Context: an optimization exercise on an open-source flow, tuned for small area, a short achievable clock period and few clock cycles. The choices shown serve that exercise and are no tape-out recipe.
Function was checked by simulation only, so behaviour that the tests miss may differ from the original.
Power is estimated from default activity; no workload was simulated.

File: design/flow/config.mk
export PLATFORM = sky130hd
export DESIGN_NAME = sorted_set_statistics_top
export DESIGN_NICKNAME = sorted_set_statistics_top
export VERILOG_FILES = /design/flow/design.v
export SDC_FILE = /design/flow/constraint.sdc
export NUM_CORES = 4
export LEC_CHECK = 0
export CAP_MARGIN = 20
export CORE_MARGIN = 8
export CORE_UTILIZATION = 50
export CTS_CLUSTER_DIAMETER = 70
export CTS_CLUSTER_SIZE = 28
export SETUP_SLACK_MARGIN = 3.1
export SLEW_MARGIN = 20
File: design/flow/constraint.sdc
create_clock -name core_clock -period 6.0 [get_ports {clk}]
set_input_delay 1.2000 -clock core_clock [delete_from_list [all_inputs] [get_ports {clk}]]
set_output_delay 1.2000 -clock core_clock [all_outputs]
set_load 0.01 [all_outputs]
File: design/flow/design.v
package sss_pkg;
  localparam int OUT_COUNT_W   = 8;
  localparam int OUT_VALUE_W   = 16;
  localparam int OUT_AVG_W     = 24;
  localparam int AVG_FRAC_BITS = 8;
endpackage
module sss_cell #(
  parameter int VALUE_BITS = 16
) (
  input  logic                  clk,
  input  logic                  rst_n,
  input  logic [VALUE_BITS-1:0] d_val,
  input  logic [2:0]            d_code,
  input  logic [VALUE_BITS-1:0] bsel,      
  input  logic                  upd,       
  input  logic                  want_a,    
  input  logic                  want_b,
  input  logic                  all_a,
  input  logic                  all_b,
  input  logic                  clr,       
  input  logic                  init,      
  input  logic                  wa,        
  input  logic                  wb,        
  output logic [VALUE_BITS-1:0] val,
  output logic [2:0]            code,
  output logic [2:0]            nxt_code,
  output logic                  ta,        
  output logic                  oa,        
  output logic                  ob         
);
  logic [VALUE_BITS-1:0] val_r;
  logic [2:0]            code_r;
  logic                  b_r;
  assign val  = val_r;
  assign code = code_r;
  assign ta   = !code_r[2] && code_r[1] && !b_r;
  assign oa   = !code_r[2] && code_r[1] && (b_r == wa);
  assign ob   = !code_r[2] && code_r[0] && (b_r == wb);
  always_comb begin
    nxt_code = code_r;
    if (code_r[2]) begin
      if (init) nxt_code = (code_r[1:0] == 2'b00) ? 3'b011 : {1'b1, 1'b0, code_r[1]};
    end else if (clr) begin
      nxt_code = 3'b000;
    end else if (upd) begin
      nxt_code[1] = code_r[1] && ((b_r == want_a) || all_a);
      nxt_code[0] = code_r[0] && ((b_r == want_b) || all_b);
    end
  end
  always_ff @(posedge clk) begin
    val_r <= d_val;
    b_r   <= |(d_val & bsel);
    if (!rst_n) code_r <= '0;
    else code_r <= d_code;
  end
endmodule
module sss_popcount #(
  parameter int N = 8
) (
  input  logic [N-1:0]           x,
  output logic [$clog2(N+1)-1:0] n
);
  logic s1, c1, s2, c2, s3, c3, c4, s5, c5, c6;
  assign {c1, s1}   = {(x[0] & x[1]) | (x[2] & (x[0] ^ x[1])), x[0] ^ x[1] ^ x[2]};
  assign {c2, s2}   = {(x[3] & x[4]) | (x[5] & (x[3] ^ x[4])), x[3] ^ x[4] ^ x[5]};
  assign {c3, s3}   = {(s1 & s2) | (x[6] & (s1 ^ s2)), s1 ^ s2 ^ x[6]};
  assign {c4, n[0]} = {s3 & x[7], s3 ^ x[7]};
  assign {c5, s5}   = {(c1 & c2) | (c3 & (c1 ^ c2)), c1 ^ c2 ^ c3};
  assign {c6, n[1]} = {s5 & c4, s5 ^ c4};
  assign n[2]       = c5 ^ c6;
  assign n[3]       = c5 & c6;
endmodule
module sss_add #(
  parameter int W = 8
) (
  input  logic [W-1:0] a,
  input  logic [W-1:0] b,
  input  logic         ci,
  output logic [W-1:0] s,
  output logic         co
);
  localparam int L = $clog2(W);
  for (genvar l = 0; l <= L; l++) begin : g_lvl
    logic [W-1:0] g, p;
    if (l == 0) begin : g_init
      assign g = a & b;
      assign p = a ^ b;
    end else begin : g_comb
      for (genvar i = 0; i < W; i++) begin : g_bit
        if ((i >> (l - 1)) % 2 == 1) begin : g_join
          localparam int J = ((i >> (l - 1)) << (l - 1)) - 1;
          assign g[i] = g_lvl[l-1].g[i] | (g_lvl[l-1].p[i] & g_lvl[l-1].g[J]);
          assign p[i] = g_lvl[l-1].p[i] & g_lvl[l-1].p[J];
        end else begin : g_pass
          assign g[i] = g_lvl[l-1].g[i];
          assign p[i] = g_lvl[l-1].p[i];
        end
      end
    end
  end
  logic [W:0] c;
  assign c[0] = ci;
  for (genvar i = 0; i < W; i++) begin : g_c
    assign c[i+1] = g_lvl[L].g[i] | (g_lvl[L].p[i] & ci);
  end
  assign s  = g_lvl[0].p ^ c[W-1:0];
  assign co = c[W];
endmodule
module sss_div (
  input  logic        clk,
  input  logic        rst_n,
  input  logic        start,
  input  logic [22:0] sum,
  input  logic [7:0]  divisor,
  output logic        busy,
  output logic [23:0] quotient
);
  localparam int NCYC = 24;
  logic [23:0] q_r, q_nxt;
  logic [7:0]  rem_r, rem_nxt;
  logic [7:0]  dvs_r;
  logic [4:0]  cnt_r;
  logic        busy_r, prep_r;
  logic [22:0] mag;
  assign busy     = busy_r;
  assign quotient = q_r;
  logic [8:0] t;
  logic       ge;
  sss_add #(.W(9)) u_sub (.a({rem_r, q_r[23]}), .b(~{1'b0, dvs_r}), .ci(1'b1), .s(t), .co(ge));
  always_comb begin
    if (ge) begin
      rem_nxt = t[7:0];
      q_nxt   = {q_r[22:0], 1'b1};
    end else begin
      rem_nxt = {rem_r[6:0], q_r[23]};
      q_nxt   = {q_r[22:0], 1'b0};
    end
  end
  sss_add #(.W(23)) u_mag (
    .a (rem_r[6] ? ~{rem_r[6:0], q_r[23:8]} : {rem_r[6:0], q_r[23:8]}),
    .b ('0),
    .ci(rem_r[6]),
    .s (mag),
    .co()
  );
  always_ff @(posedge clk) begin
    if (start) begin
      q_r   <= {sum[15:0], 8'd0};
      rem_r <= {1'b0, sum[22:16]};
      dvs_r <= divisor;
    end else if (prep_r) begin
      q_r   <= {mag[15:0], 8'd0};
      rem_r <= {1'b0, mag[22:16]};
    end else if (busy_r) begin
      q_r   <= q_nxt;
      rem_r <= rem_nxt;
    end
    if (!rst_n) begin
      busy_r <= 1'b0;
      prep_r <= 1'b0;
      cnt_r  <= '0;
    end else begin
      prep_r <= start;
      if (start) begin
        busy_r <= 1'b1;
        cnt_r  <= 5'(NCYC - 1);
      end else if (busy_r && !prep_r) begin
        cnt_r <= cnt_r - 1'b1;
        if (cnt_r == '0) begin
          busy_r <= 1'b0;
        end
      end
    end
  end
endmodule
module sorted_set_statistics_top #(
  parameter int MAX_ITEMS  = 128,
  parameter int VALUE_BITS = 16
) (
  input  logic                                    clk,
  input  logic                                    rst_n,
  input  logic                                    in_valid,
  output logic                                    in_stall,
  input  logic signed [VALUE_BITS-1:0]            in_sample_value,
  input  logic                                    in_set_end,
  output logic                                    out_valid,
  input  logic                                    out_stall,
  output logic [sss_pkg::OUT_COUNT_W-1:0]         out_item_count,
  output logic signed [sss_pkg::OUT_VALUE_W-1:0]  out_smallest,
  output logic signed [sss_pkg::OUT_VALUE_W-1:0]  out_largest,
  output logic signed [sss_pkg::OUT_VALUE_W-1:0]  out_middle_value,
  output logic signed [sss_pkg::OUT_AVG_W-1:0]    out_average_q8,
  output logic                                    out_overflowed
);
  localparam int CW = $clog2(MAX_ITEMS + 1);
  localparam int SW = VALUE_BITS + CW - 1;
  localparam int NQ = 4;                       
  localparam int GS = 8;                       
  localparam int NG = MAX_ITEMS / GS;
  localparam int GW = $clog2(GS + 1);
  typedef enum logic [2:0] {
    ST_IDLE,
    ST_RUN,
    ST_MID,
    ST_DONE
  } st_t;
  logic                         in_stall_r;
  logic                         accept;
  logic [CW-1:0]                acc_cnt, acc_cnt_nxt;    
  logic                         s0_v, s0_keep, s0_end;
  logic signed [VALUE_BITS-1:0] s0_w;
  assign in_stall    = in_stall_r;
  assign accept      = in_valid && !in_stall_r;
  assign acc_cnt_nxt = !accept ? acc_cnt : in_set_end ? '0 : acc_cnt + CW'(!acc_cnt[CW-1]);
  always_ff @(posedge clk) begin
    s0_w    <= in_sample_value;
    s0_end  <= in_set_end;
    s0_keep <= !acc_cnt[CW-1];
    if (!rst_n) begin
      s0_v    <= 1'b0;
      acc_cnt <= '0;
    end else begin
      s0_v    <= accept;
      acc_cnt <= acc_cnt_nxt;
    end
  end
  logic                         wr, fin;
  logic [CW-1:0]                cnt_r, cnt_nxt;
  logic signed [SW-1:0]         sum_r, sum_nxt;
  logic signed [VALUE_BITS-1:0] min_r, max_r, min_nxt, max_nxt;
  logic                         drop_r, drop_nxt;
  logic [CW-1:0]                neg_r, neg_nxt;           
  logic signed [SW-1:0] sum_add;
  logic                 w_ge_min, max_ge_w;
  sss_add #(.W(SW)) u_sum (.a(sum_r), .b(SW'(s0_w)), .ci(1'b0), .s(sum_add), .co());
  sss_add #(.W(VALUE_BITS)) u_cmin (
    .a ({~s0_w[VALUE_BITS-1], s0_w[VALUE_BITS-2:0]}),
    .b (~{~min_r[VALUE_BITS-1], min_r[VALUE_BITS-2:0]}),
    .ci(1'b1),
    .s (),
    .co(w_ge_min)
  );
  sss_add #(.W(VALUE_BITS)) u_cmax (
    .a ({~max_r[VALUE_BITS-1], max_r[VALUE_BITS-2:0]}),
    .b (~{~s0_w[VALUE_BITS-1], s0_w[VALUE_BITS-2:0]}),
    .ci(1'b1),
    .s (),
    .co(max_ge_w)
  );
  assign wr  = s0_v && s0_keep;
  assign fin = s0_v && s0_end;
  always_comb begin
    cnt_nxt  = cnt_r;
    sum_nxt  = sum_r;
    min_nxt  = min_r;
    max_nxt  = max_r;
    drop_nxt = drop_r;
    neg_nxt  = neg_r;
    if (s0_v) begin
      if (!s0_keep) begin
        drop_nxt = 1'b1;
      end else begin
        cnt_nxt = cnt_r + 1'b1;
        neg_nxt = neg_r + CW'(s0_w[VALUE_BITS-1]);
        sum_nxt = sum_add;
        if (cnt_r == '0 || !w_ge_min) min_nxt = s0_w;
        if (cnt_r == '0 || !max_ge_w) max_nxt = s0_w;
      end
    end
  end
  always_ff @(posedge clk) begin
    min_r <= min_nxt;
    max_r <= max_nxt;
    if (!rst_n || fin) begin
      cnt_r  <= '0;
      sum_r  <= '0;
      drop_r <= 1'b0;
      neg_r  <= '0;
    end else begin
      neg_r  <= neg_nxt;
      cnt_r  <= cnt_nxt;
      sum_r  <= sum_nxt;
      drop_r <= drop_nxt;
    end
  end
  logic [CW-1:0]                q_cnt [NQ];
  logic signed [SW-1:0]         q_sum [NQ];
  logic signed [VALUE_BITS-1:0] q_min [NQ];
  logic signed [VALUE_BITS-1:0] q_max [NQ];
  logic                         q_ovf [NQ];
  logic [CW-1:0]                q_neg [NQ];
  logic [1:0]                   hd, tl, hd1;
  logic [2:0]                   qc, qc_nxt;
  logic                         pop;
  assign qc_nxt = qc + 3'(fin) - 3'(pop);
  assign hd1    = (hd == 2'(NQ - 1)) ? '0 : hd + 1'b1;
  always_ff @(posedge clk) begin
    if (fin) begin
      q_cnt[tl] <= cnt_nxt;
      q_sum[tl] <= sum_nxt;
      q_min[tl] <= min_nxt;
      q_max[tl] <= max_nxt;
      q_ovf[tl] <= drop_nxt;
      q_neg[tl] <= neg_nxt;
    end
    if (!rst_n) begin
      hd <= '0;
      tl <= '0;
      qc <= '0;
    end else begin
      if (fin) tl <= (tl == 2'(NQ - 1)) ? '0 : tl + 1'b1;
      if (pop) hd <= hd1;
      qc <= qc_nxt;
    end
  end
  st_t                     st;
  logic [3:0]              stage;
  logic [1:0]              ph;
  logic                    da_r, db_r, k_pend;
  logic                    fast_a, fast_b, max_a, max_b, fast, dec, any_a, any_b;
  logic                    fast_a_n, fast_b_n;
  logic                    want_a, want_b, all_a, all_b;
  logic [VALUE_BITS-1:0]   bsel;
  logic                    init, upd, clr, da, db;
  logic [CW-2:0]           ka, kb;
  logic [VALUE_BITS-1:0]   res_a, res_b;
  logic [GW-1:0]           pa [NG];
  logic [CW-1:0]           ca;
  logic [2:0]              n_wait;
  logic [1:0]              age_w;
  logic [1:0]              ix;
  assign n_wait = qc - 3'(st != ST_IDLE);
  assign init   = (n_wait != '0) && ((st == ST_IDLE) || pop);
  assign age_w  = 2'(n_wait - 3'(init));
  assign ix     = (st == ST_DONE) ? hd1 : hd;
  logic [CW-1:0] ca_h;
  logic [GW+1:0] pq [NG/4];
  always_ff @(posedge clk) begin
    for (int g = 0; g < NG / 4; g++) begin
      pq[g] <= ((GW + 2)'(pa[4*g]) + (GW + 2)'(pa[4*g+1])) + ((GW + 2)'(pa[4*g+2]) + (GW + 2)'(pa[4*g+3]));
    end
    ca <= init ? q_neg[ix] : (CW'(pq[0]) + CW'(pq[1])) + (CW'(pq[2]) + CW'(pq[3]));
    if (ph == 2'd3) ca_h <= ca;
  end
  logic [CW-2:0] ka_sub, kb_sub, ca_hk;
  logic          ka_ge, kb_ge;
  assign ca_hk = ca_h[CW-2:0];
  logic [CW-1:0] ka_dif, kb_dif;
  sss_add #(.W(CW - 1)) u_ksa (.a(ka), .b(~ca_hk), .ci(1'b1), .s(ka_sub), .co());
  sss_add #(.W(CW - 1)) u_ksb (.a(kb), .b(~ca_hk), .ci(1'b1), .s(kb_sub), .co());
  sss_add #(.W(CW)) u_kga (.a({1'b0, ka}), .b(~ca), .ci(1'b1), .s(ka_dif), .co(ka_ge));
  sss_add #(.W(CW)) u_kgb (.a({1'b0, kb}), .b(~ca), .ci(1'b1), .s(kb_dif), .co(kb_ge));
  assign fast = fast_a && fast_b;
  assign dec  = (st == ST_RUN) && (fast || ph == 2'd3);
  assign da   = fast ? (any_a ? max_a : !max_a) : ka_ge;
  assign db   = fast ? (any_b ? max_b : !max_b) : kb_ge;
  assign want_a = fast ? max_a : ka_ge;
  assign want_b = fast ? max_b : kb_ge;
  assign all_a  = fast && !any_a;
  assign all_b  = fast && !any_b;
  assign fast_a_n = fast_a || ({1'b0, ka} == ca) || ({1'b0, ka} + 1'b1 == ca);
  assign fast_b_n = fast_b || ({1'b0, kb} == ca) || ({1'b0, kb} + 1'b1 == ca);
  assign upd  = dec && (stage != 4'd15);
  assign clr  = dec && (stage == 4'd15);
  logic [VALUE_BITS-1:0] r_val  [MAX_ITEMS];
  logic [2:0]            r_code [MAX_ITEMS];
  logic [2:0]            r_nxt  [MAX_ITEMS];
  logic [MAX_ITEMS-1:0]  r_ta, r_oa, r_ob;
  assign any_a = |r_oa;
  assign any_b = |r_ob;
  for (genvar i = 0; i < MAX_ITEMS; i++) begin : g_slot
    logic [VALUE_BITS-1:0] dv;
    logic [2:0]            dc;
    if (i == 0) begin : g_wr
      assign dv = wr ? {~s0_w[VALUE_BITS-1], s0_w[VALUE_BITS-2:0]} : r_val[MAX_ITEMS-1];
      assign dc = wr ? {1'b1, age_w} : r_nxt[MAX_ITEMS-1];
    end else begin : g_pass
      assign dv = r_val[i-1];
      assign dc = r_nxt[i-1];
    end
    sss_cell #(
      .VALUE_BITS(VALUE_BITS)
    ) u_slot (
      .clk     (clk),
      .rst_n   (rst_n),
      .d_val   (dv),
      .d_code  (dc),
      .bsel    (bsel),
      .upd     (upd),
      .want_a  (want_a),
      .want_b  (want_b),
      .all_a   (all_a),
      .all_b   (all_b),
      .clr     (clr),
      .init    (init),
      .wa      (max_a),
      .wb      (max_b),
      .val     (r_val[i]),
      .code    (r_code[i]),
      .nxt_code(r_nxt[i]),
      .ta      (r_ta[i]),
      .oa      (r_oa[i]),
      .ob      (r_ob[i])
    );
  end
  for (genvar g = 0; g < NG; g++) begin : g_cnt
    logic [GW-1:0] na;
    sss_popcount #(
      .N(GS)
    ) u_pa (
      .x(r_ta[g*GS +: GS]),
      .n(na)
    );
    always_ff @(posedge clk) begin
      pa[g] <= na;
    end
  end
  logic                 div_busy;
  logic [23:0]          div_quo;
  logic [CW-1:0]        h_cnt;
  logic                 out_free;
  logic                 ovalid_r;
  assign h_cnt    = q_cnt[ix];
  assign out_free = !ovalid_r || !out_stall;
  assign pop      = (st == ST_DONE) && out_free;
  always_ff @(posedge clk) begin
    if (init) begin
      ka     <= (CW - 1)'((h_cnt - 1'b1) >> 1);
      kb     <= (CW - 1)'(h_cnt >> 1);
      stage  <= '0;
      ph     <= 2'd3;
      k_pend <= 1'b0;
      fast_a <= (h_cnt <= CW'(2));
      fast_b <= (h_cnt <= CW'(2));
      max_a  <= (h_cnt == CW'(1));
      max_b  <= 1'b1;
    end else if (st == ST_RUN) begin
      if (!fast) ph <= ph + 1'b1;
      if (dec) begin
        stage  <= stage + 1'b1;
        res_a  <= {res_a[VALUE_BITS-2:0], da};
        res_b  <= {res_b[VALUE_BITS-2:0], db};
      end
      if (dec && !fast) begin
        da_r   <= da;
        db_r   <= db;
        k_pend <= 1'b1;
        fast_a <= fast_a_n;
        fast_b <= fast_b_n;
        if (!fast_a) max_a <= ({1'b0, ka} + 1'b1 == ca);
        if (!fast_b) max_b <= ({1'b0, kb} + 1'b1 == ca);
      end
      if (ph == 2'd0 && k_pend && !fast) begin
        if (da_r) ka <= ka_sub;
        if (db_r) kb <= kb_sub;
        k_pend <= 1'b0;
      end
    end
    if (!rst_n) begin
      bsel <= VALUE_BITS'(1) << (VALUE_BITS - 1);
    end else if (init ||
                 (st == ST_RUN && ((!fast && ph == 2'd2) ||
                  (stage != 4'd15 && (fast || (dec && fast_a_n && fast_b_n)))))) begin
      bsel <= {bsel[0], bsel[VALUE_BITS-1:1]};
    end
    if (!rst_n) begin
      st <= ST_IDLE;
    end else begin
      case (st)
        ST_IDLE: if (init) st <= ST_RUN;
        ST_RUN:  if (clr) st <= ST_MID;
        ST_MID:  if (!div_busy) st <= ST_DONE;
        ST_DONE: if (pop) st <= init ? ST_RUN : ST_IDLE;
        default: st <= ST_IDLE;
      endcase
    end
  end
  sss_div u_div (
    .clk     (clk),
    .rst_n   (rst_n),
    .start   (init),
    .sum     (q_sum[ix][22:0]),
    .divisor (h_cnt),
    .busy    (div_busy),
    .quotient(div_quo)
  );
  always_ff @(posedge clk) begin
    if (!rst_n) begin
      in_stall_r <= 1'b0;
    end else begin
      in_stall_r <= ({1'b0, qc_nxt} + 4'(accept && in_set_end) >= 4'(NQ)) ||
                    ((r_code[MAX_ITEMS-3] != 3'b000) && !acc_cnt_nxt[CW-1]);
    end
  end
  logic [sss_pkg::OUT_COUNT_W-1:0]        ocount_r;
  logic signed [sss_pkg::OUT_VALUE_W-1:0] omin_r, omax_r, omid_r;
  logic signed [sss_pkg::OUT_AVG_W-1:0]   oavg_r;
  logic                                   oovf_r;
  logic signed [VALUE_BITS:0]             mid_sum, mid_half;
  logic signed [VALUE_BITS-1:0]           med_a, med_b;
  logic signed [sss_pkg::OUT_AVG_W-1:0]   avg_r;
  assign med_a    = {~res_a[VALUE_BITS-1], res_a[VALUE_BITS-2:0]};
  assign med_b    = {~res_b[VALUE_BITS-1], res_b[VALUE_BITS-2:0]};
  assign mid_half = (mid_sum + $signed({{VALUE_BITS{1'b0}}, mid_sum[VALUE_BITS]})) >>> 1;
  logic signed [VALUE_BITS:0]    ms_s;
  logic [sss_pkg::OUT_AVG_W-1:0] nquo;
  sss_add #(.W(VALUE_BITS + 1)) u_ms (
    .a ((VALUE_BITS + 1)'(med_a)),
    .b ((VALUE_BITS + 1)'(med_b)),
    .ci(1'b0),
    .s (ms_s),
    .co()
  );
  sss_add #(.W(sss_pkg::OUT_AVG_W)) u_nq (.a(~div_quo), .b('0), .ci(1'b1), .s(nquo), .co());
  always_ff @(posedge clk) begin
    if (st == ST_MID) begin   
      mid_sum <= ms_s;
      avg_r   <= q_sum[hd][SW-1] ? nquo : div_quo;
    end
  end
  always_ff @(posedge clk) begin
    if (pop) begin
      ocount_r <= sss_pkg::OUT_COUNT_W'(q_cnt[hd]);
      omin_r   <= q_min[hd];
      omax_r   <= q_max[hd];
      omid_r   <= sss_pkg::OUT_VALUE_W'(mid_half);
      oavg_r   <= avg_r;
      oovf_r   <= q_ovf[hd];
    end
    if (!rst_n) begin
      ovalid_r <= 1'b0;
    end else if (pop) begin
      ovalid_r <= 1'b1;
    end else if (!out_stall) begin
      ovalid_r <= 1'b0;
    end
  end
  assign out_valid        = ovalid_r;
  assign out_item_count   = ocount_r;
  assign out_smallest     = omin_r;
  assign out_largest      = omax_r;
  assign out_middle_value = omid_r;
  assign out_average_q8   = oavg_r;
  assign out_overflowed   = oovf_r;
endmodule
File: design/flow/run.sh
#!/bin/bash
# synth_recipe.tcl (not shown) runs the flow's synth.tcl, then flattens the netlist and writes it again
# the make line also repeats each setting of config.mk as NAME=value (left out here)
make -C /OpenROAD-flow-scripts/flow DESIGN_CONFIG=/design/flow/config.mk WORK_HOME=/design/flow/orfs CLKGATE_MAP_FILE= SYNTH_SCRIPT=/design/flow/synth_recipe.tcl finish
==> summary.txt, run 1 <==
* Critical path depth in cells at 11
* Ys async rst share at 0%
* CTS Buffer Depth at 3
* #FFs+latches synth at approximately 3,300
* Buf/Inv on CP at 3
* CTS sink count at approximately 3,300
* Hold Path Depth at 0
* Post-DP HPWL at 241.5 mm
* Max cap viols at 0
* EDFF count, synth at 499
* Cell row count at 176
* Slew Limit Fails at 0
* Sequential area share after synthesis at 61.82%
* Chip height at approximately 500 um
* Total track usage at around 29%
* Slowest-stage cell, CP: nor4bb_4
* Average routed wire per standard cell at between 20 and 30 um
* Root Driver: clkbuf_16
* Worst slew pin tran at 1.216 ns
* Final Hold Viols at 0
* Yosys warnings at 10
* Rel. slew slack at 18.79%
* CTS tree: yes
* Fin nets at 10,040
* Max IR drop VDD at 0.5843 mV
* Critical-path cell list: nand3b_1 -> nand4_1 -> nor4_1 -> nand4_1 -> nor4bb_4 -> o211a_4 -> buf_12 -> buf_12 -> buf_16 -> nor3_2 -> o22ai_1
* Setup violations, final at 0
* DR vias/cell at between 6 and 7
* Post-route cell area at 0.1330 mm2
* Top FF cell, synth: dfxtp_1
* Crit Path Class: reg2reg
* Status: no timing/DRC/antenna violations
* Placed instance area at 0.1200 mm2
* CTS Buf Count at around 170
* Min-Delay Path Class: reg2reg
* Vias in the first global route at 76,750
* Global-route wire length before repair at roughly 540 mm
* Ports at approximately 100
* Mapped Cells at 9,588
* Part of the cycle the worst path needs at between 50% and 60%
* Ratio of cells with drive above 1 in the final layout at a little under a fifth
* GPL Wtd Cong at 1.034
* Worst Clk Skew at 0.03588 ns
* Clk slew on worst S/H paths at around 0.1 ns
* CP Data Arrival Time at 4.08 ns
* CP startpoint kind: flip-flop
* F_max at just over 300 MHz
* Htree depth at 4
* Worst-Skew Late Latency at roughly 0.9 ns
* Post-Syn Area at 0.1152 mm2
* Final setup TNS at 0 ns
* Full die area at 0.2460 mm2
* Via count at 80,230
* RSZ-0062 raised after global routing: true
* Leak at 49.44 nW
* Cell Pwr Density at 458.4 mW/mm2
* Delay-heaviest family, CP: simple AND/OR/NAND/NOR gates
* Post-synthesis cell type count at 83
* Post-DRT Antenna Nets at 0
* Final WL at around 380 mm
* Hold_buf cts at 0
* Drt pass-1 iters at 14
* Final WS setup at 2.724 ns
* FF-to-FF path depth at 11
* Worst EP required at about 6.8 ns
* Commonest non-fill, non-tap cells in the layout: 2,613 x dfxtp_1, 522 x a221oi_1, 520 x a22o_1
* Initial antenna violation count at 26
* DIE WIDTH at between 400 and 500 um
* Remaining DRCs at 0
* Most common cell after layout, fill and taps aside: dfxtp_1
* # port buffers at 103
* Initial Utilization at 50.19%
* Largest net degree at the start of global routing at 110
* Syn_nets at 9,945
* Area Growth Syn to Fin at 15.52%
* Drt initial violations at 8,714
* Synthesized area per cell at between 10 and 15 um2
* Critical path peak fanout at 6
* Overflow after GRT at 0
* Biggest cell delay along the critical path at 0.46 ns
* Core area at 0.2295 mm2
* Post-route minimum period at 3.276 ns
* Pre-CTS WS at 0.9341 ns
* CP Capture Type: flip-flop
-- synthesized netlist by cell type, drive strengths merged (37+ instances only) --
cell type / count / share of area (%)
a21oi: 215 / 0.93
a221oi: 522 / 4.0
a22o: 520 / 4.0
a22oi: 56 / 0.37
buf: 94 / 0.42
clkbuf: 470 / 1.5
dfxtp: 2808 / 49
edfxtp: 499 / 13
fa: 118 / 2.1
ha: 218 / 2.4
inv: 278 / 0.91
mux4: 42 / 0.82
nand2: 522 / 1.7
nand2b: 78 / 0.42
nand3: 209 / 0.91
nand3b: 204 / 1.3
nand4: 199 / 1.1
nor2: 215 / 0.70
nor2b: 219 / 1.2
nor3: 278 / 1.2
nor3b: 127 / 0.83
nor4: 37 / 0.20
o211ai: 219 / 1.7
o21a: 148 / 0.96
o21ai: 285 / 1.2
o221ai: 49 / 0.63
o22ai: 118 / 0.64
or2: 84 / 0.46
xnor2: 158 / 1.2
xor2: 249 / 1.9
-- area by class of cell --
class | instances | area, um2
Inverter | 280 | 1096
Clock buffer | 184 | 4294
Fill cell | 18600 | 96420
Multi-Input combinational cell | 5451 | 45330
Tap cell | 3026 | 3786
Timing Repair inverter | 2 | 27.53
Antenna cell | 10 | 25.02
Timing Repair Buffer | 476 | 5801
Sequential cell | 3307 | 71560
Clock inverter | 86 | 1112
-- flip-flops by register name, summed over array words and instances (netlist names), 17 cells and up, named ones only --
register and cells:
avg_r 24, mid_sum 17, q_max 64, u_div.q_r 24, q_neg 32, oavg_r 24, g_slot.u_slot.code_r 384, g_slot.u_slot.b_r 128
q_cnt 32, sum_r 23, q_min 64, pa 64, pq 24, g_slot.u_slot.val_r 2048, q_sum 92
-- power by group --
part / internal, mW / switching [mW] / leakage [nW]
combinational: 8.32 / 14.0 / 19.3
clock: 5.65 / 7.59 / 2.63
sequential: 24.2 / 1.24 / 27.5
-- cells by family after synthesis --
logic type	Yosys count	synth area share, %
xor gates and xnor gates	407	3.095
buffers and inverters	844	2.867
muxes	101	1.359
DFF	3307	61.82
and+or+nand+nor	2277	10.68
AOI/OAI and AO/OA	2316	15.76
adders and majority gates	336	4.420
-- routing by layer --
layer  part of all wire (%)  up-vias  wire length (um)  global-route usage, %
met1                     44    40250            165400                  41.72
met5                  0.014        -                53                      0
met3                    9.1      794             34390                  6.493
li1                       -    35510                 -                      -
met4                    4.3       10             16190                  11.07
met2                     43     3664            160200                  42.58
-- timing repair --
item | in CTS | in global routing
setup buffers | 125 | 96
gates cloned | 45 | 23
resized for setup | 757 | 427
endpoints found under the setup margin | 921 | 612
pin swaps | 231 | 279
-- worst paths after layout --
path | from | endpoint | slack [ns]
hold / removal | g_slot[107].u_slot.val_r[3]$_DFF_P_ | g_slot[108].u_slot.val_r[3]$_DFF_P_ | 0.34
hold reg to reg | g_slot[107].u_slot.val_r[3]$_DFF_P_ | g_slot[108].u_slot.val_r[3]$_DFF_P_ | 0.34
setup / recovery | g_slot[73].u_slot.code_r[2]$_SDFF_PN0_ | g_slot[119].u_slot.code_r[0]$_SDFF_PN0_ | 2.72
setup reg to reg | g_slot[73].u_slot.code_r[2]$_SDFF_PN0_ | g_slot[119].u_slot.code_r[0]$_SDFF_PN0_ | 2.72
-- stage by stage --
step                instances  util, %  power (mW)  hold slack [ns]
floorplan                9588        -       37.80           0.3311
global placement        12250    52.28       40.92           0.3349
detailed placement      12250    52.28       41.16           0.3368
CTS                     12690    56.74       58.41           0.3397
global route            12810    57.97       63.09           0.3469
finish                  12820    57.98       60.98           0.3368
Testbench counts, summed over its fixed seeds: cycles 19,091.
==> run 2, diff against run 1 <==
--- a/design/flow/design.v
+++ b/design/flow/design.v
@@ -198,12 +198,16 @@
   localparam int GS = 8;                       
   localparam int NG = MAX_ITEMS / GS;
   localparam int GW = $clog2(GS + 1);
-  typedef enum logic [2:0] {
+  typedef enum logic [1:0] {
     ST_IDLE,
     ST_RUN,
-    ST_MID,
-    ST_DONE
+    ST_HOLD
   } st_t;
+  typedef enum logic [1:0] {
+    OT_EMPTY,
+    OT_MID,
+    OT_DONE
+  } ot_t;
   logic                         in_stall_r;
   logic                         accept;
   logic [CW-1:0]                acc_cnt, acc_cnt_nxt;    
@@ -313,7 +317,10 @@
       qc <= qc_nxt;
     end
   end
-  st_t                     st;
+  st_t                     st;     
+  ot_t                     ot;     
+  logic                    hs;     
+  logic                    sel_busy, out_busy;
   logic [3:0]              stage;
   logic [1:0]              ph;
   logic                    da_r, db_r, k_pend;
@@ -329,10 +336,12 @@
   logic [2:0]              n_wait;
   logic [1:0]              age_w;
   logic [1:0]              ix;
-  assign n_wait = qc - 3'(st != ST_IDLE);
-  assign init   = (n_wait != '0) && ((st == ST_IDLE) || pop);
-  assign age_w  = 2'(n_wait - 3'(init));
-  assign ix     = (st == ST_DONE) ? hd1 : hd;
+  assign sel_busy = (st != ST_IDLE);
+  assign out_busy = (ot != OT_EMPTY);
+  assign n_wait   = qc - 3'(sel_busy) - 3'(out_busy);
+  assign init     = (n_wait != '0) && ((st == ST_IDLE) || hs);
+  assign age_w    = 2'(n_wait - 3'(init));
+  assign ix       = hd + 2'(sel_busy) + 2'(out_busy);
   logic [CW-1:0] ca_h;
   logic [GW+1:0] pq [NG/4];
   always_ff @(posedge clk) begin
@@ -422,7 +431,9 @@
   logic                 ovalid_r;
   assign h_cnt    = q_cnt[ix];
   assign out_free = !ovalid_r || !out_stall;
-  assign pop      = (st == ST_DONE) && out_free;
+  assign pop      = (ot == OT_DONE) && out_free;
+  assign hs       = (clr || st == ST_HOLD) && !div_busy &&
+                    ((ot == OT_EMPTY) || pop);
   always_ff @(posedge clk) begin
     if (init) begin
       ka     <= (CW - 1)'((h_cnt - 1'b1) >> 1);
@@ -436,11 +447,7 @@
       max_b  <= 1'b1;
     end else if (st == ST_RUN) begin
       if (!fast) ph <= ph + 1'b1;
-      if (dec) begin
-        stage  <= stage + 1'b1;
-        res_a  <= {res_a[VALUE_BITS-2:0], da};
-        res_b  <= {res_b[VALUE_BITS-2:0], db};
-      end
+      if (dec) stage <= stage + 1'b1;
       if (dec && !fast) begin
         da_r   <= da;
         db_r   <= db;
@@ -465,14 +472,20 @@
     end
     if (!rst_n) begin
       st <= ST_IDLE;
+      ot <= OT_EMPTY;
     end else begin
       case (st)
         ST_IDLE: if (init) st <= ST_RUN;
-        ST_RUN:  if (clr) st <= ST_MID;
-        ST_MID:  if (!div_busy) st <= ST_DONE;
-        ST_DONE: if (pop) st <= init ? ST_RUN : ST_IDLE;
+        ST_RUN:  if (clr) st <= !hs ? ST_HOLD : init ? ST_RUN : ST_IDLE;
+        ST_HOLD: if (hs) st <= init ? ST_RUN : ST_IDLE;
         default: st <= ST_IDLE;
       endcase
+      case (ot)
+        OT_EMPTY: if (hs) ot <= OT_MID;
+        OT_MID:   ot <= OT_DONE;
+        OT_DONE:  if (pop) ot <= hs ? OT_MID : OT_EMPTY;
+        default:  ot <= OT_EMPTY;
+      endcase
     end
   end
   sss_div u_div (
@@ -513,12 +526,16 @@
   );
   sss_add #(.W(sss_pkg::OUT_AVG_W)) u_nq (.a(~div_quo), .b('0), .ci(1'b1), .s(nquo), .co());
   always_ff @(posedge clk) begin
-    if (st == ST_MID) begin   
-      mid_sum <= ms_s;
-      avg_r   <= q_sum[hd][SW-1] ? nquo : div_quo;
+    if (dec) begin
+      res_a <= {res_a[VALUE_BITS-2:0], da};
+      res_b <= {res_b[VALUE_BITS-2:0], db};
     end
   end
   always_ff @(posedge clk) begin
+    if (hs) avg_r <= q_sum[out_busy ? hd1 : hd][SW-1] ? nquo : div_quo;
+    if (ot == OT_MID) mid_sum <= ms_s;
+  end
+  always_ff @(posedge clk) begin
     if (pop) begin
       ocount_r <= sss_pkg::OUT_COUNT_W'(q_cnt[hd]);
       omin_r   <= q_min[hd];
==> run 2 against run 1 <==
Sequential cell count unchanged; utilization rose by 1.1 points; sequential power is 5% lower; synthesized area shrank 1.8%; fmax fell by 7.2%; still clean; critical path type unchanged; via count is 0.81% lower; register-to-register slack lost 0.25 ns; count of clock-buffer cells in the layout increased by 8; worst setup slack lost 0.25 ns.
==> summary.txt, run 2 <==
* Max cap viols at 0 (unchanged)
* Overflow after GRT at 0 (unchanged)
* Synthesized area per cell at 12.13 um2 (+1.0%)
* Status: no timing/DRC/antenna violations
* Root Driver: clkbuf_16
* Rel. slew slack at 17.51% (-1.3 points)
* Total chip power at 50.40 mW (-17%)
* Final WL at 390.3 mm (+3.7%)
* Remaining DRCs at 0 (unchanged)
* Average routed wire per standard cell at 30.94 um (+5.4%)
* Syn_nets at 9,674 (-2.7%)
* CP Capture Type: flip-flop
* Initial Utilization at 50.27% (+0.075 points)
* Post-Syn Area at 0.1130 mm2 (-1.8%)
* Max reg flops at 2,048 (unchanged)
* Slew Limit Fails at 0 (unchanged)
* Drt pass-1 iters at 6 (-8)
* Core area at 0.2249 mm2 (-2.0%)
* Cell row count at 174 (-1.1%)
* Leak at 48.83 nW (-1.2%)
* CP Data Arrival Time at 4.30 ns (+0.22 ns)
* Global-route wire length before repair at 556.4 mm (+3.9%)
* Ratio of cells with drive above 1 in the final layout at 18.69% (+0.53 points)
* Via count at 79,580 (-0.81%)
* Full die area at 0.2416 mm2 (-1.8%)
* Worst Clk Skew at 0.05536 ns (+0.01949 ns)
* Min-Delay Path Class: reg2reg
* Area Growth Syn to Fin at 17.63%
* Worst EP required at 6.77 ns (-0.03 ns)
* CTS sink count at 3,307 (unchanged)
* CTS tree: yes
* Commonest non-fill, non-tap cells in the layout: 2,547 x dfxtp_1, 517 x a22o_1, 514 x a221oi_1
* Final setup TNS at 0 ns (unchanged)
* RSZ-0062 raised after global routing: true
* GPL Wtd Cong at 1.040 (+0.56%)
* CTS Buffer Depth at 3 (unchanged)
* Crit Path Class: reg2reg
* Initial antenna violation count at 24 (-7.7%)
* Top Registers: g_slot.u_slot.val_r x2048, g_slot.u_slot.code_r x384, g_slot.u_slot.b_r x128
* Post-DP HPWL at 242.1 mm (+0.27%)
* Largest net degree at the start of global routing at 156 (+42%)
* DIE WIDTH at 491.5 um (-0.90%)
* Post-synth top cells: 2,808 x dfxtp_1, 581 x o21ai_0, 525 x a221oi_1, 517 x a22o_1, 499 x edfxtp_1
* Ports at 104 (unchanged)
* DR vias/cell at 6.308 (+0.81%)
* Most common cell after layout, fill and taps aside: dfxtp_1
* Ys async rst share at 0% (unchanged)
* #FFs+latches synth at 3,307 (unchanged)
* Post-DRT Antenna Nets at 0 (unchanged)
* Hold_buf cts at 0 (unchanged)
* Total track usage at 30.74% (+1.8 points)
* Top FF cell, synth: dfxtp_1
* Drt initial violations at 8,655 (-0.68%)
* Cell Pwr Density at 379.1 mW/mm2 (-17%)
* CTS Buf Count at 170 (+1.2%)
* Mapped Cells at 9,318 (-2.8%)
* Yosys warnings at 10 (unchanged)
* Post-synthesis cell type count at 81 (-2.4%)
* Cell taking the most area after synthesis: dfxtp_1
* Most common cell in the netlist: dfxtp_1
* Vias in the first global route at 76,840 (+0.12%)
* Biggest register: g_slot.u_slot.val_r
* Fin nets at 9,864 (-1.8%)
* Post-route minimum period at 3.528 ns (+0.2524 ns)
* Worst slew pin tran at 1.235 ns (+0.01913 ns)
* # port buffers at 103 (unchanged)
* Final Hold Viols at 0 (unchanged)
* Post-route cell area at 0.1330 mm2 (about the same)
* Sequential area share after synthesis at 62.98% (+1.2 points)
* Critical path peak fanout at 13 (+7)
* Htree depth at 4 (unchanged)
* Area contributors post-synth: dfxtp_1 50%, edfxtp_1 13%, a221oi_1 4.1%
* CP startpoint kind: flip-flop
* Setup violations, final at 0 (unchanged)
* Worst-Skew Late Latency at 0.89 ns (-0.02 ns)
* EDFF count, synth at 499 (unchanged)
* Clk slew on worst S/H paths at 0.10 ns (about the same)
* F_max at 283.4 MHz (-7.2%)
* Area share of the largest cell type after synthesis at 49.73% (+0.92 points)
* Part of the cycle the worst path needs at 58.80% (+4.2 points)
* Chip height at 491.5 um (-0.90%)
* Placed instance area at 0.1170 mm2 (-2.5%)
* Max IR drop VDD at 0.4045 mV (-31%)
run 2: layer usage:
| layer | share of wire, % | vias up | global-route usage (%) |
|---|---|---|---|
| met5 | 0.010 | - | 0 |
| met4 | 5.5 | 6 | 13.78 |
| met3 | 10 | 907 | 7.089 |
| met2 | 43 | 4079 | 46.43 |
| met1 | 41 | 39830 | 42.31 |
| li1 | - | 34750 | - |
run 2: logic make-up after synthesis:
logic type | Yosys count | share of synthesized area [%]
compound gates | 2205 | 14.12
xor+xnor | 408 | 3.161
flops | 3307 | 62.98
mux | 140 | 2.163
fa+ha+maj | 335 | 4.505
buf+inv | 869 | 2.918
simple gates | 2054 | 10.15
run 2: layout make-up:
type | count | area [um2]
Tap cell | 2992 | 3744
Timing Repair Buffer | 534 | 7776
Multi-Input combinational cell | 5147 | 42600
Sequential cell | 3307 | 71810
Inverter | 344 | 1315
Clock inverter | 85 | 1209
Timing Repair inverter | 4 | 57.56
Fill cell | 17860 | 91920
Clock buffer | 192 | 4439
Antenna cell | 10 | 25.02
run 2: metrics by stage:
stage | cells | hold slack, ns | setup slack [ns] | utilization [%]
after floorplan | 9318 | 0.3311 | 1.730 | -
after global placement | 11970 | 0.3351 | 1.929 | 52.01
after detailed placement | 11970 | 0.3367 | 1.850 | 52.03
after CTS | 12530 | 0.3229 | 2.801 | 58.14
after global routing | 12610 | 0.3249 | 2.485 | 59.12
final | 12620 | 0.3234 | 2.472 | 59.13
run 2: critical path, stage by stage (launching register included):
cell	delay, ns
dfxtp_2	0.49
or3b_4	0.23
nand4_1	0.44
or4b_4	0.66
nor4b_4	0.32
a21oi_2	0.12
o31ai_4	0.30
buf_12	0.19
buf_12	0.16
buf_16	0.19
o21ai_0	0.12
o22ai_1	0.18
run 2: worst paths after layout:
check	start	endpoint	slack [ns]	cells past startpoint
max	g_slot[41].u_slot.b_r$_DFF_P_	g_slot[36].u_slot.code_r[1]$_SDFF_PN0_	2.47	11
min	g_slot[121].u_slot.val_r[1]$_DFF_P_	g_slot[122].u_slot.val_r[1]$_DFF_P_	0.32	0
max reg2reg	g_slot[41].u_slot.b_r$_DFF_P_	g_slot[36].u_slot.code_r[1]$_SDFF_PN0_	2.47	11
min reg2reg	g_slot[121].u_slot.val_r[1]$_DFF_P_	g_slot[122].u_slot.val_r[1]$_DFF_P_	0.32	0
run 2: power breakdown:
part	switching (mW)	leakage [nW]	internal (mW)	total, mW
Clock	7.64	2.75	5.97	13.6
Combinational	7.28	18.5	5.31	12.6
Sequential	0.830	27.6	23.4	24.2
Total	15.8	48.8	34.7	50.4
run 2: what timing repair did:
action,4_1_cts,5_1_grt
cloned,102,14
resized for setup,1522,423
setup endpoints to repair,894,741
pin swaps,195,156
setup buffers,182,59
Testbench counts of run 2, summed over its fixed seeds: cycles 18,946.
==> run 3, diff against run 2 <==
--- a/design/flow/config.mk
+++ b/design/flow/config.mk
@@ -10,5 +10,5 @@
 export CORE_UTILIZATION = 50
 export CTS_CLUSTER_DIAMETER = 70
 export CTS_CLUSTER_SIZE = 28
-export SETUP_SLACK_MARGIN = 3.1
+export SETUP_SLACK_MARGIN = 3.3
 export SLEW_MARGIN = 20
==> run 3 against run 2 <==
Still clean; routed wire length increased by 1.1%; worst setup slack better by 0.23 ns; final area is 1.6% higher; fmax up 7.0%; critical path type unchanged; largest cell class unchanged.
==> summary.txt, run 3 <==
* Status: no timing/DRC/antenna violations
* Biggest register: g_slot.u_slot.val_r
* Global-route wire length before repair at 556.9 mm (about the same)
* Yosys warnings at 10 (unchanged)
* Initial Utilization at 50.27% (unchanged)
* # port buffers at 103 (unchanged)
* Most common cell after layout, fill and taps aside: dfxtp_1
* RSZ-0062 raised after global routing: true
* Leak at 49.46 nW (+1.3%)
* Hold_buf cts at 0 (unchanged)
* Post-route cell area at 0.1351 mm2 (+1.6%)
* DR vias/cell at 6.282 (-0.41%)
* Post-synth top cells: 2,808 x dfxtp_1, 581 x o21ai_0, 525 x a221oi_1, 517 x a22o_1, 499 x edfxtp_1
* Chip height at 491.5 um (unchanged)
* Setup violations, final at 0 (unchanged)
* CP Capture Type: flip-flop
* Synthesized area per cell at 12.13 um2 (unchanged)
* Max reg flops at 2,048 (unchanged)
* Sequential area share after synthesis at 62.98% (unchanged)
* Fin nets at 9,971 (+1.1%)
* CP startpoint kind: flip-flop
* Critical path peak fanout at 7 (-6)
* Drt initial violations at 8,879 (+2.6%)
* Cell taking the most area after synthesis: dfxtp_1
* Average routed wire per standard cell at 31.02 um (+0.27%)
* Post-route minimum period at 3.297 ns (-0.2307 ns)
* Syn_nets at 9,674 (unchanged)
* Switching share of power at 31.32% (+0.063 points)
* Ys async rst share at 0% (unchanged)
* Clk slew on worst S/H paths at 0.10 ns (about the same)
* Top Registers: g_slot.u_slot.val_r x2048, g_slot.u_slot.code_r x384, g_slot.u_slot.b_r x128
* Part of the cycle the worst path needs at 54.96% (-3.8 points)
* Crit Path Class: reg2reg
* Total track usage at 30.81% (+0.071 points)
* Rel. slew slack at 22.08% (+4.6 points)
* Slew Limit Fails at 0 (unchanged)
* CTS tree: yes
* Clock network fraction of design power at 26.2% (-0.8 points)
* Overflow after GRT at 0 (unchanged)
* Area Growth Syn to Fin at 19.49%
* Min-Delay Path Class: reg2reg
* FF/Latch Area at 0.07192 mm2 (+0.15%)
* Largest net degree at the start of global routing at 167 (+7.1%)
* Most common cell in the netlist: dfxtp_1
* Cell row count at 174 (unchanged)
* Pre-CTS WS at 1.609 ns (-0.2417 ns)
* GR Layer Usage met2 at 46.96% (+0.54 points)
* Multi-input gate area at 0.04366 mm2 (+2.5%)
* Post-synthesis cell type count at 81 (unchanged)
* CTS sink count at 3,307 (unchanged)
* #FFs+latches synth at 3,307 (unchanged)
* Met3 Track Usage GR at 6.449% (-0.64 points)
* Top FF cell, synth: dfxtp_1
* Post-Syn Area at 0.1130 mm2 (unchanged)
* P_int at 34.79 mW (+0.39%)
* Post-DRT Antenna Nets at 0 (unchanged)
* Final WS setup at 2.703 ns (+0.2307 ns)
* Worst EP required at 6.80 ns (+0.03 ns)
* Met1 Use GR at 41.87% (-0.44 points)
* F_max at 303.3 MHz (+7.0%)
* Area share of the largest cell type after synthesis at 49.73% (unchanged)
* CTS Buf Count at 165 (-2.9%)
* Worst slew pin tran at 1.169 ns (-0.06592 ns)
* Area contributors post-synth: dfxtp_1 50%, edfxtp_1 13%, a221oi_1 4.1%
* Sw power at 15.86 mW (+0.69%)
* Biggest cell delay along the critical path at 0.47 ns (-0.19 ns)
* Final WL at 394.7 mm (+1.1%)
* Slowest-stage cell, CP: dfxtp_1
* Worst-Skew Late Latency at 0.89 ns (about the same)
* Power share of the combinational group at 26.0% (+1.0 points)
* Post-DP HPWL at 243.7 mm (+0.67%)
* Via count at 79,950 (+0.47%)
* CP Data Arrival Time at 4.10 ns (-0.20 ns)
* Placed instance area at 0.1173 mm2 (+0.24%)
* Remaining DRCs at 0 (unchanged)
* Core area at 0.2249 mm2 (unchanged)
* EDFF count, synth at 499 (unchanged)
* Final setup TNS at 0 ns (unchanged)
* Vias in the first global route at 77,480 (+0.83%)
* CTS Buffer Depth at 3 (unchanged)
* Mapped Cells at 9,318 (unchanged)
* GPL Wtd Cong at 1.028 (-1.1%)
* Cell Pwr Density at 375.0 mW/mm2 (-1.1%)
* Fill cells at 17,680 (-0.96%)
* DIE WIDTH at 491.5 um (unchanged)
* Initial antenna violation count at 28 (+17%)
* Drt pass-1 iters at 6 (unchanged)
* Full die area at 0.2416 mm2 (unchanged)
* Max cap viols at 0 (unchanged)
* Root Driver: clkbuf_16
* Htree depth at 4 (unchanged)
* Max IR drop VDD at 0.4160 mV (+2.8%)
* Commonest non-fill, non-tap cells in the layout: 2,509 x dfxtp_1, 521 x a221oi_1, 516 x a22o_1
* Final Hold Viols at 0 (unchanged)
* Ratio of cells with drive above 1 in the final layout at 22.09% (+3.4 points)
* Flop pwr share at 47.8% (-0.2 points)
* Critical-path cell list: nand3b_1 -> o2111ai_1 -> nor3_2 -> and4_1 -> a21oi_2 -> o31ai_4 -> buf_6 -> buf_16 -> buf_16 -> buf_6 -> buf_8 -> o2111ai_2 -> o21ai_1
* Grt peak-use layer: met2
* Worst Clk Skew at 0.05488 ns (-0.0004887 ns)
* Ports at 104 (unchanged)
## run 3: logic make-up (layout without fill, tap and decap cells)
group | count (synthesis) | in the layout | synth area share, %
AND/OR/NAND/NOR | 2054 | 2059 | 10.15
AO/OA/AOI/OAI | 2205 | 2206 | 14.12
adder cells (fa/ha/maj) | 335 | 335 | 4.505
buffers and inverters | 869 | 1258 | 2.918
multiplexers | 140 | 142 | 2.163
other | 0 | 19 | 0
XOR/XNOR | 408 | 408 | 3.161
flip-flops | 3307 | 3307 | 62.98
## run 3: repair_timing
item / in CTS / in global routing
resized for setup: 1756 / 669
endpoints found under the setup margin: 921 / 834
gates cloned: 105 / 26
pin swaps: 280 / 195
setup buffers: 257 / 88
## run 3: area by class of cell
type / count / share of cell area (%)
antenna: 19 / 0.03520
clock buffer: 190 / 3.217
clock inverter: 77 / 0.8151
inverter: 344 / 0.9874
multi-input combinational: 5150 / 32.32
sequential: 3307 / 53.24
tap: 2992 / 2.771
timing repair buffer: 645 / 6.595
timing repair inverter: 2 / 0.01853
## run 3: routing by layer
| layer | share of wire [%] | wire length, um |
|---|---|---|
| met3 | 8.8 | 34900 |
| met2 | 44 | 172100 |
| met5 | 0.013 | 52 |
| met4 | 6.3 | 24850 |
| met1 | 41 | 162800 |
## run 3: metrics by stage
stage	util (%)	hold WS, ns	power, mW	std cells
floorplan	-	0.3311	30.34	9318
global placement	52.15	0.3335	32.59	11960
global route	60.05	0.3329	52.19	12710
CTS	58.48	0.3255	49.47	12590
finish	60.06	0.3378	50.65	12730
detailed placement	52.15	0.3366	32.72	11960
## run 3: power groups by stage
stage | Sequential, mW | Clock, mW | Combinational, mW
2_1_floorplan | 24.3 | 0 | 6.06
3_3_place_gp | 24.8 | 0 | 7.83
3_5_place_dp | 24.8 | 0 | 7.95
4_1_cts | 24.2 | 13.4 | 11.8
5_1_grt | 24.3 | 14.2 | 13.7
6_report | 24.2 | 13.3 | 13.2
## run 3: worst max-delay path: cells and delay by family (launching register included)
| kind | cells | cell delay [ns] |
|---|---|---|
| compound gates | 5 | 0.84 |
| flops | 1 | 0.47 |
| simple gates | 3 | 1.12 |
| buf+inv | 5 | 0.76 |
## run 3: worst paths after layout
kind                                                         startpoint                               endpoint  slack, ns  depth (start not counted)
worst max-delay path            g_slot[110].u_slot.code_r[2]$_SDFF_PN0_  g_slot[9].u_slot.code_r[1]$_SDFF_PN0_       2.70                         13
worst min-delay path               g_slot[106].u_slot.val_r[14]$_DFF_P_   g_slot[107].u_slot.val_r[14]$_DFF_P_       0.34                          0
worst max register to register  g_slot[110].u_slot.code_r[2]$_SDFF_PN0_  g_slot[9].u_slot.code_r[1]$_SDFF_PN0_       2.70                         13
worst min register to register     g_slot[106].u_slot.val_r[14]$_DFF_P_   g_slot[107].u_slot.val_r[14]$_DFF_P_       0.34                          0
==> run 4, diff against run 3 <==
--- a/design/flow/config.mk
+++ b/design/flow/config.mk
@@ -7,8 +7,8 @@
 export LEC_CHECK = 0
 export CAP_MARGIN = 20
 export CORE_MARGIN = 8
-export CORE_UTILIZATION = 50
+export CORE_UTILIZATION = 60
 export CTS_CLUSTER_DIAMETER = 70
 export CTS_CLUSTER_SIZE = 28
-export SETUP_SLACK_MARGIN = 3.3
+export SETUP_SLACK_MARGIN = 3.1
 export SLEW_MARGIN = 20
==> run 4 against run 3 <==
Hold slack better by 0.0051 ns; worst setup slack got worse by 0.028 ns; synthesized area unchanged; largest power group unchanged; sequential cell count stayed put; count of clock-buffer cells in the layout fell by 4; power down 1.7%; clock power about the same; sequential share of layout area rose by 0.82 points; still clean.
==> summary.txt, run 4 <==
* Part of the cycle the worst path needs at 55.43% (+0.47 points)
* Average routed wire per standard cell at 30.28 um (-2.4%)
* Post-synth top cells: 2,808 x dfxtp_1, 581 x o21ai_0, 525 x a221oi_1, 517 x a22o_1, 499 x edfxtp_1
* Worst-Skew Late Latency at 0.89 ns (about the same)
* DIE WIDTH at 450.1 um (-8.4%)
* Worst EP required at 6.72 ns (-0.08 ns)
* Flop pwr share at 48.6% (+0.8 points)
* Ports at 104 (unchanged)
* Hold Slack at 0.3429 ns (+0.005056 ns)
* Fin nets at 9,941 (-0.30%)
* # port buffers at 103 (unchanged)
* Top FF cell, synth: dfxtp_1
* Switching share of power at 31.21% (-0.10 points)
* Remaining DRCs at 0 (unchanged)
* Setup violations, final at 0 (unchanged)
* Most common cell after layout, fill and taps aside: dfxtp_1
* Post-DRT Antenna Nets at 0 (unchanged)
* Area contributors post-synth: dfxtp_1 50%, edfxtp_1 13%, a221oi_1 4.1%
* Post-route minimum period at 3.326 ns (+0.02844 ns)
* Most common cell in the netlist: dfxtp_1
* Final Hold Viols at 0 (unchanged)
* Hold Startpoint: g_slot[70].u_slot.val_r[8]$_DFF_P_
* Max reg flops at 2,048 (unchanged)
* Register-to-register setup slack at 2.67 ns (-0.03 ns)
* Sequential area share after synthesis at 62.98% (unchanged)
* Largest net degree at the start of global routing at 103 (-38%)
* Leak at 49.03 nW (-0.88%)
* Root Driver: clkbuf_16
* Via count at 80,570 (+0.77%)
* Cell Pwr Density at 374.1 mW/mm2 (-0.23%)
* Cell row count at 159 (-8.6%)
* Yosys warnings at 10 (unchanged)
* Worst reg2reg startpoint: g_slot[85].u_slot.code_r[0]$_SDFF_PN0_
* Initial antenna violation count at 24 (-14%)
* Chip height at 450.1 um (-8.4%)
* Critical path peak fanout at 6 (-1)
* Area Growth Syn to Fin at 17.70%
* Hold Path Depth at 0 (unchanged)
* Max IR drop VDD at 0.4262 mV (+2.4%)
* CP startpoint kind: flip-flop
* Vias in the first global route at 77,230 (-0.33%)
* Full die area at 0.2026 mm2 (-16%)
* DR vias/cell at 6.613 (+5.3%)
* Commonest non-fill, non-tap cells in the layout: 2,526 x dfxtp_1, 517 x a22o_1, 514 x a221oi_1
* Drt initial violations at 10,050 (+13%)
* CP Data Arrival Time at 4.04 ns (-0.06 ns)
* Drt pass-1 iters at 8 (+2)
* Overflow after GRT at 0 (unchanged)
* Worst slew pin tran at 1.226 ns (+0.05719 ns)
* Ys async rst share at 0% (unchanged)
* Clk slew on worst S/H paths at 0.10 ns (about the same)
* Status: no timing/DRC/antenna violations
* RSZ-0062 raised after global routing: true
* Final WL at 368.9 mm (-6.5%)
* Max cap viols at 0 (unchanged)
* CP Capture Type: flip-flop
* Crit Path Class: reg2reg
* Power share of the combinational group at 25.3% (-0.7 points)
* EDFF count, synth at 499 (unchanged)
* Rel. slew slack at 18.09% (-4.0 points)
* CTS sink count at 3,307 (unchanged)
* Sw power at 15.54 mW (-2.0%)
* Min-Delay Path Class: reg2reg
* F_max at 300.7 MHz (-0.86%)
* Total track usage at 33.84% (+3.0 points)
* Syn_nets at 9,674 (unchanged)
* FF-to-FF path depth at 11 (-2)
* Ratio of cells with drive above 1 in the final layout at 19.79% (-2.3 points)
* Core area at 0.1874 mm2 (-17%)
* CTS Buf Count at 164 (-0.61%)
* Top Registers: g_slot.u_slot.val_r x2048, g_slot.u_slot.code_r x384, g_slot.u_slot.b_r x128
* Initial Utilization at 60.32% (+10 points)
* Mapped Cells at 9,318 (unchanged)
* Post-Syn Area at 0.1130 mm2 (unchanged)
* #FFs+latches synth at 3,307 (unchanged)
* GPL Wtd Cong at 1.083 (+5.3%)
* Worst Setup SP: g_slot[85].u_slot.code_r[0]$_SDFF_PN0_
* Biggest register: g_slot.u_slot.val_r
* Hold_buf cts at 0 (unchanged)
* CTS tree: yes
* Final setup TNS at 0 ns (unchanged)
* P_int at 34.24 mW (-1.6%)
* Slew Limit Fails at 0 (unchanged)
* Post-synthesis cell type count at 81 (unchanged)
* CTS Buffer Depth at 3 (unchanged)
* Worst Clk Skew at 0.03923 ns (-0.01564 ns)
* Area share of the largest cell type after synthesis at 49.73% (unchanged)
* Synthesized area per cell at 12.13 um2 (unchanged)
* Post-DP HPWL at 223.6 mm (-8.3%)
* Global-route wire length before repair at 523.5 mm (-6.0%)
* Cell taking the most area after synthesis: dfxtp_1
* Htree depth at 4 (unchanged)
* Clock network fraction of design power at 26.1% (about the same)
[run 4: logic make-up (layout without fill, tap and decap cells)]
kind of cell | count (synthesis) | in the layout | synth area share, %
flops | 3307 | 3307 | 62.98
compound gates | 2205 | 2206 | 14.12
simple gates | 2054 | 2059 | 10.15
buf+inv | 869 | 1225 | 2.918
xor+xnor | 408 | 408 | 3.161
fa+ha+maj | 335 | 335 | 4.505
mux | 140 | 140 | 2.163
other cells | 0 | 9 | 0
[run 4: power groups by stage]
stage	clock, mW	combinational (mW)	sequential, mW
after CTS	13.0	10.6	24.2
after global placement	0	7.67	24.7
after floorplan	0	5.94	24.3
final	13.0	12.6	24.2
after detailed placement	0	7.84	24.7
after global routing	13.9	13.0	24.3
[run 4: final cells by class]
type                       instances  area [um2]
antenna                            9       22.52
clock buffer                     186        4249
clock inverter                    75        1012
fill                           12980       54350
inverter                         344        1318
multi-input combinational       5148       42860
sequential                      3307       71930
tap                             2495        3122
timing repair buffer             618        8501
timing repair inverter             2       41.29
[run 4: per-layer routing]
layer / global-route usage, % / part of all wire (%) / vias up
li1: - / - / 34900
met1: 46.24 / 40 / 39810
met5: 0 / 0.032 / -
met2: 49.81 / 43 / 4659
met3: 9.268 / 11 / 1185
met4: 16.82 / 6.2 / 18
[run 4: path summary, 6_finish.rpt]
kind	endpoint
worst min-delay path	g_slot[71].u_slot.val_r[8]$_DFF_P_
worst min register to register	g_slot[71].u_slot.val_r[8]$_DFF_P_
worst max register to register	g_slot[53].u_slot.code_r[0]$_SDFF_PN0_
worst max-delay path	g_slot[53].u_slot.code_r[0]$_SDFF_PN0_
[run 4: worst max-delay path, cell delays in order, from the launching register on]
cell      delay, ns
dfxtp_1        0.52
nor3b_1        0.73
nor4_1         0.14
buf_4          0.21
nand4_1        0.19
nor4_2         0.08
nand3b_1       0.13
a21oi_4        0.08
buf_4          0.18
nor2_2         0.51
buf_4          0.32
o31ai_1        0.10
[run 4: per-stage QoR]
stage	power (mW)	utilization [%]	cells	area [um2]	setup WS, ns
final	49.78	71.00	12180	133100	2.674
after global routing	51.15	70.99	12180	133000	2.611
after CTS	47.84	68.41	11990	128200	2.809
after detailed placement	32.56	62.11	11480	116400	1.498
after global placement	32.38	62.11	11480	116400	1.565
after floorplan	30.21	-	9318	113300	1.730
[run 4: repair_timing]
| action | CTS | global route |
|---|---|---|
| gates resized for setup | 1115 | 935 |
| cloned | 86 | 36 |
| setup buffers | 162 | 151 |
| setup endpoints to repair | 864 | 752 |
| pin swaps | 111 | 230 |
==> run 5, diff against run 4 <==
--- a/design/flow/config.mk
+++ b/design/flow/config.mk
@@ -7,8 +7,8 @@
 export LEC_CHECK = 0
 export CAP_MARGIN = 20
 export CORE_MARGIN = 8
-export CORE_UTILIZATION = 60
+export CORE_UTILIZATION = 55
 export CTS_CLUSTER_DIAMETER = 70
 export CTS_CLUSTER_SIZE = 28
-export SETUP_SLACK_MARGIN = 3.1
+export SETUP_SLACK_MARGIN = 3.0
 export SLEW_MARGIN = 20
==> run 5 against run 4 <==
Power shrank 0.10%; synthesized cell count is the same; largest power group unchanged; final area shrank 2.1%; critical endpoint is now g_slot[37].u_slot.code_r[1]$_SDFF_PN0_; still clean.
==> summary.txt, run 5 <==
* Critical path peak fanout at 7 (+1)
* Mapped Cells at 9,318 (unchanged)
* Ports at 104 (unchanged)
* Post-layout util at 63.75% (-7.2 points)
* Slowest-stage cell, CP: nand3b_1
* Part of the cycle the worst path needs at 56.93% (+1.5 points)
* Post-DP HPWL at 235.2 mm (+5.2%)
* Root Driver: clkbuf_16
* Ratio of cells with drive above 1 in the final layout at 16.13% (-3.7 points)
* Placed instance area at 0.1167 mm2 (+0.25%)
* Routed wl met2 at 159.1 mm (+1.0%)
* Slew Limit Fails at 0 (unchanged)
* Post-synthesis cell type count at 81 (unchanged)
* Worst-Skew Late Latency at 0.88 ns (about the same)
* Via count at 78,670 (-2.4%)
* Most common cell after layout, fill and taps aside: dfxtp_1
* Max IR drop VDD at 0.3472 mV (-19%)
* WL met1 at 156.9 mm (+6.4%)
* Setup violations, final at 0 (unchanged)
* Max layer used: met5
* Status: no timing/DRC/antenna violations
* Area share of the largest cell type after synthesis at 49.73% (unchanged)
* Full die area at 0.2203 mm2 (+8.8%)
* GPL Wtd Cong at 1.071 (-1.2%)
* CP Data Arrival Time at 4.21 ns (+0.17 ns)
* #FFs+latches synth at 3,307 (unchanged)
* Syn_nets at 9,674 (unchanged)
* Delay-heaviest family, CP: simple AND/OR/NAND/NOR gates
* Worst slew pin tran at 1.257 ns (+0.03085 ns)
* Post-synth top cells: 2,808 x dfxtp_1, 581 x o21ai_0, 525 x a221oi_1, 517 x a22o_1, 499 x edfxtp_1
* Min-Delay Path Class: reg2reg
* Overflow after GRT at 0 (unchanged)
* Total track usage at 31.70% (-2.1 points)
* Final WL at 370.3 mm (+0.36%)
* Post-DRT Antenna Nets at 0 (unchanged)
* Largest net degree at the start of global routing at 127 (+23%)
* DR vias/cell at 6.433 (-2.7%)
* CP most frequent cell: buf_12
* Area contributors post-synth: dfxtp_1 50%, edfxtp_1 13%, a221oi_1 4.1%
* Rel. slew slack at 16.03% (-2.1 points)
* Critical-path cell list: nand3b_1 -> o2111ai_4 -> nor4_2 -> and3_1 -> a21oi_1 -> o31ai_4 -> buf_12 -> buf_12 -> buf_12 -> buf_16 -> o21ai_0 -> o22ai_1
* Chip height at 469.4 um (+4.3%)
* CTS Buf Count at 169 (+3.0%)
* CP Capture Type: flip-flop
* F_max at 292.7 MHz (-2.6%)
* Final setup TNS at 0 ns (unchanged)
* Remaining DRCs at 0 (unchanged)
* Placed Instances at 11,670 (+1.7%)
* Drt initial violations at 8,713 (-13%)
* CTS sink count at 3,307 (unchanged)
* Biggest register: g_slot.u_slot.val_r
* Core area at 0.2044 mm2 (+9.1%)
* Final Hold Viols at 0 (unchanged)
* Leak at 48.02 nW (-2.1%)
* Cell Pwr Density at 381.7 mW/mm2 (+2.0%)
* Hold_buf cts at 0 (unchanged)
* Most common cell in the netlist: dfxtp_1
* CTS Buffer Depth at 3 (unchanged)
* Buf/Inv on CP at 4 (+1)
* Filler-free cell count of the finished design at 12,230 (+0.38%)
* Ys async rst share at 0% (unchanged)
* Yosys warnings at 10 (unchanged)
* Post-Syn Area at 0.1130 mm2 (unchanged)
* CTS tree: yes
* Post-route minimum period at 3.416 ns (+0.09020 ns)
* Commonest non-fill, non-tap cells in the layout: 2,600 x dfxtp_1, 518 x a221oi_1, 516 x a22o_1
* CP startpoint kind: flip-flop
* Max cap viols at 0 (unchanged)
* Clk slew on worst S/H paths at 0.10 ns (about the same)
* Top FF cell, synth: dfxtp_1
* Synthesized area per cell at 12.13 um2 (unchanged)
* Drt pass-1 iters at 9 (+1)
* Top Registers: g_slot.u_slot.val_r x2048, g_slot.u_slot.code_r x384, g_slot.u_slot.b_r x128
* Average routed wire per standard cell at 30.27 um (about the same)
* Worst EP required at 6.80 ns (+0.08 ns)
* Biggest cell delay along the critical path at 0.63 ns (-0.10 ns)
* Global-route wire length before repair at 531.0 mm (+1.4%)
* Area Growth Syn to Fin at 15.26%
* Crit Path Class: reg2reg
* Initial Utilization at 55.31% (-5.0 points)
* Met3 wire len at 35.12 mm (-15%)
* Htree depth at 4 (unchanged)
* Max reg flops at 2,048 (unchanged)
* # port buffers at 103 (unchanged)
* Fin nets at 9,778 (-1.6%)
* Post-route cell area at 0.1303 mm2 (-2.1%)
* RSZ-0062 raised after global routing: true
* DIE WIDTH at 469.4 um (+4.3%)
* Sequential area share after synthesis at 62.98% (unchanged)
* Cell row count at 166 (+4.4%)
* Cell taking the most area after synthesis: dfxtp_1
* Vias in the first global route at 75,860 (-1.8%)
* Worst Clk Skew at 0.04378 ns (+0.004545 ns)
* Initial antenna violation count at 30 (+25%)
* EDFF count, synth at 499 (unchanged)
* Total chip power at 49.73 mW (-0.10%)
## run 5: cell counts after synthesis
No cell type changed its count.
## run 5: repair_timing
action | in CTS | in global routing
buffers inserted | 106 | 65
pin swaps | 160 | 122
endpoints found under the hold margin | 0 | 0
gates resized for setup | 907 | 566
setup endpoints to repair | 814 | 684
gates cloned | 76 | 22
## run 5: worst paths after layout
path                                         start                                endpoint  cells past startpoint  slack [ns]
max reg2reg  g_slot[9].u_slot.code_r[2]$_SDFF_PN0_  g_slot[37].u_slot.code_r[1]$_SDFF_PN0_                     12        2.58
min            g_slot[125].u_slot.val_r[3]$_DFF_P_     g_slot[126].u_slot.val_r[3]$_DFF_P_                      0        0.35
max          g_slot[9].u_slot.code_r[2]$_SDFF_PN0_  g_slot[37].u_slot.code_r[1]$_SDFF_PN0_                     12        2.58
min reg2reg    g_slot[125].u_slot.val_r[3]$_DFF_P_     g_slot[126].u_slot.val_r[3]$_DFF_P_                      0        0.35
## run 5: layer usage
metal,track usage (%),up-vias
met1,44.50,39250
met4,13.90,14
met3,6.908,895
met2,47.41,3938
li1,-,34580
met5,0,-
## run 5: layout make-up
cell class	count	area [um2]
diodes	17	42.54
clock buffers	193	4487
clock inverters	81	1144
fillers	15690	74080
inverters	344	1324
multi-input cells	5148	41650
flip-flops and latches	3307	71650
well taps	2688	3363
repair buffers	450	6619
repair inverters	2	17.52
## run 5: power by group
group	switching [mW]	internal, mW
Sequential	0.847	23.4
Clock	7.65	5.85
Combinational	6.90	5.08
Total	15.4	34.3
## run 5: logic make-up after synthesis
family                   Yosys count  synth area share [%]
flip-flops                      3307                 62.98
AO/OA/AOI/OAI                   2205                 14.12
AND/OR/NAND/NOR                 2054                 10.15
buffers and inverters            869                 2.918
XOR/XNOR                         408                 3.161
adder cells (fa/ha/maj)          335                 4.505
multiplexers                     140                 2.163
## run 5: worst reg2reg max path, delay by kind of cell (launching register included)
family	cells	cell delay, ns
buffers and inverters	4	0.58
DFF	1	0.43
and+or+nand+nor	3	1.26
AOI/OAI and AO/OA	5	1.07
## run 5: per-stage QoR
step	hold slack [ns]	setup slack (ns)
6_report	0.3461	2.584
5_1_grt	0.3412	2.668
4_1_cts	0.3319	2.804
3_5_place_dp	0.3366	1.279
3_3_place_gp	0.3336	1.315
2_1_floorplan	0.3311	1.730

afterwards: timing with drivers on the ports:
In the flow no input, the clock included, has a driving cell. The finished layouts below were timed again as built, in two steps.
Step 1, drivers: a clkbuf_16 drives clk and a buf_2 each remaining input, both assumed.
Step 2 also shifts input and output timing later by t, the mid clock arrival at the registers, as if the neighbouring blocks saw the same clock.
Three values: no drivers, after step 1, after step 2; two values: the first two.
| run | t, ns | slack for setup (ns) |
|---|---|---|
| run 1 | 0.968 | 2.724 / 2.724 / 2.167 |
| run 2 | 0.947 | 2.472 / 2.472 / 2.267 |
| run 3 | 0.956 | 2.703 / 2.703 / 2.248 |
| run 4 | 0.953 | 2.674 / 2.674 / 2.279 |
| run 5 | 0.950 | 2.584 / 2.584 / 1.870 |
After both steps setup and hold are still met in every run listed.
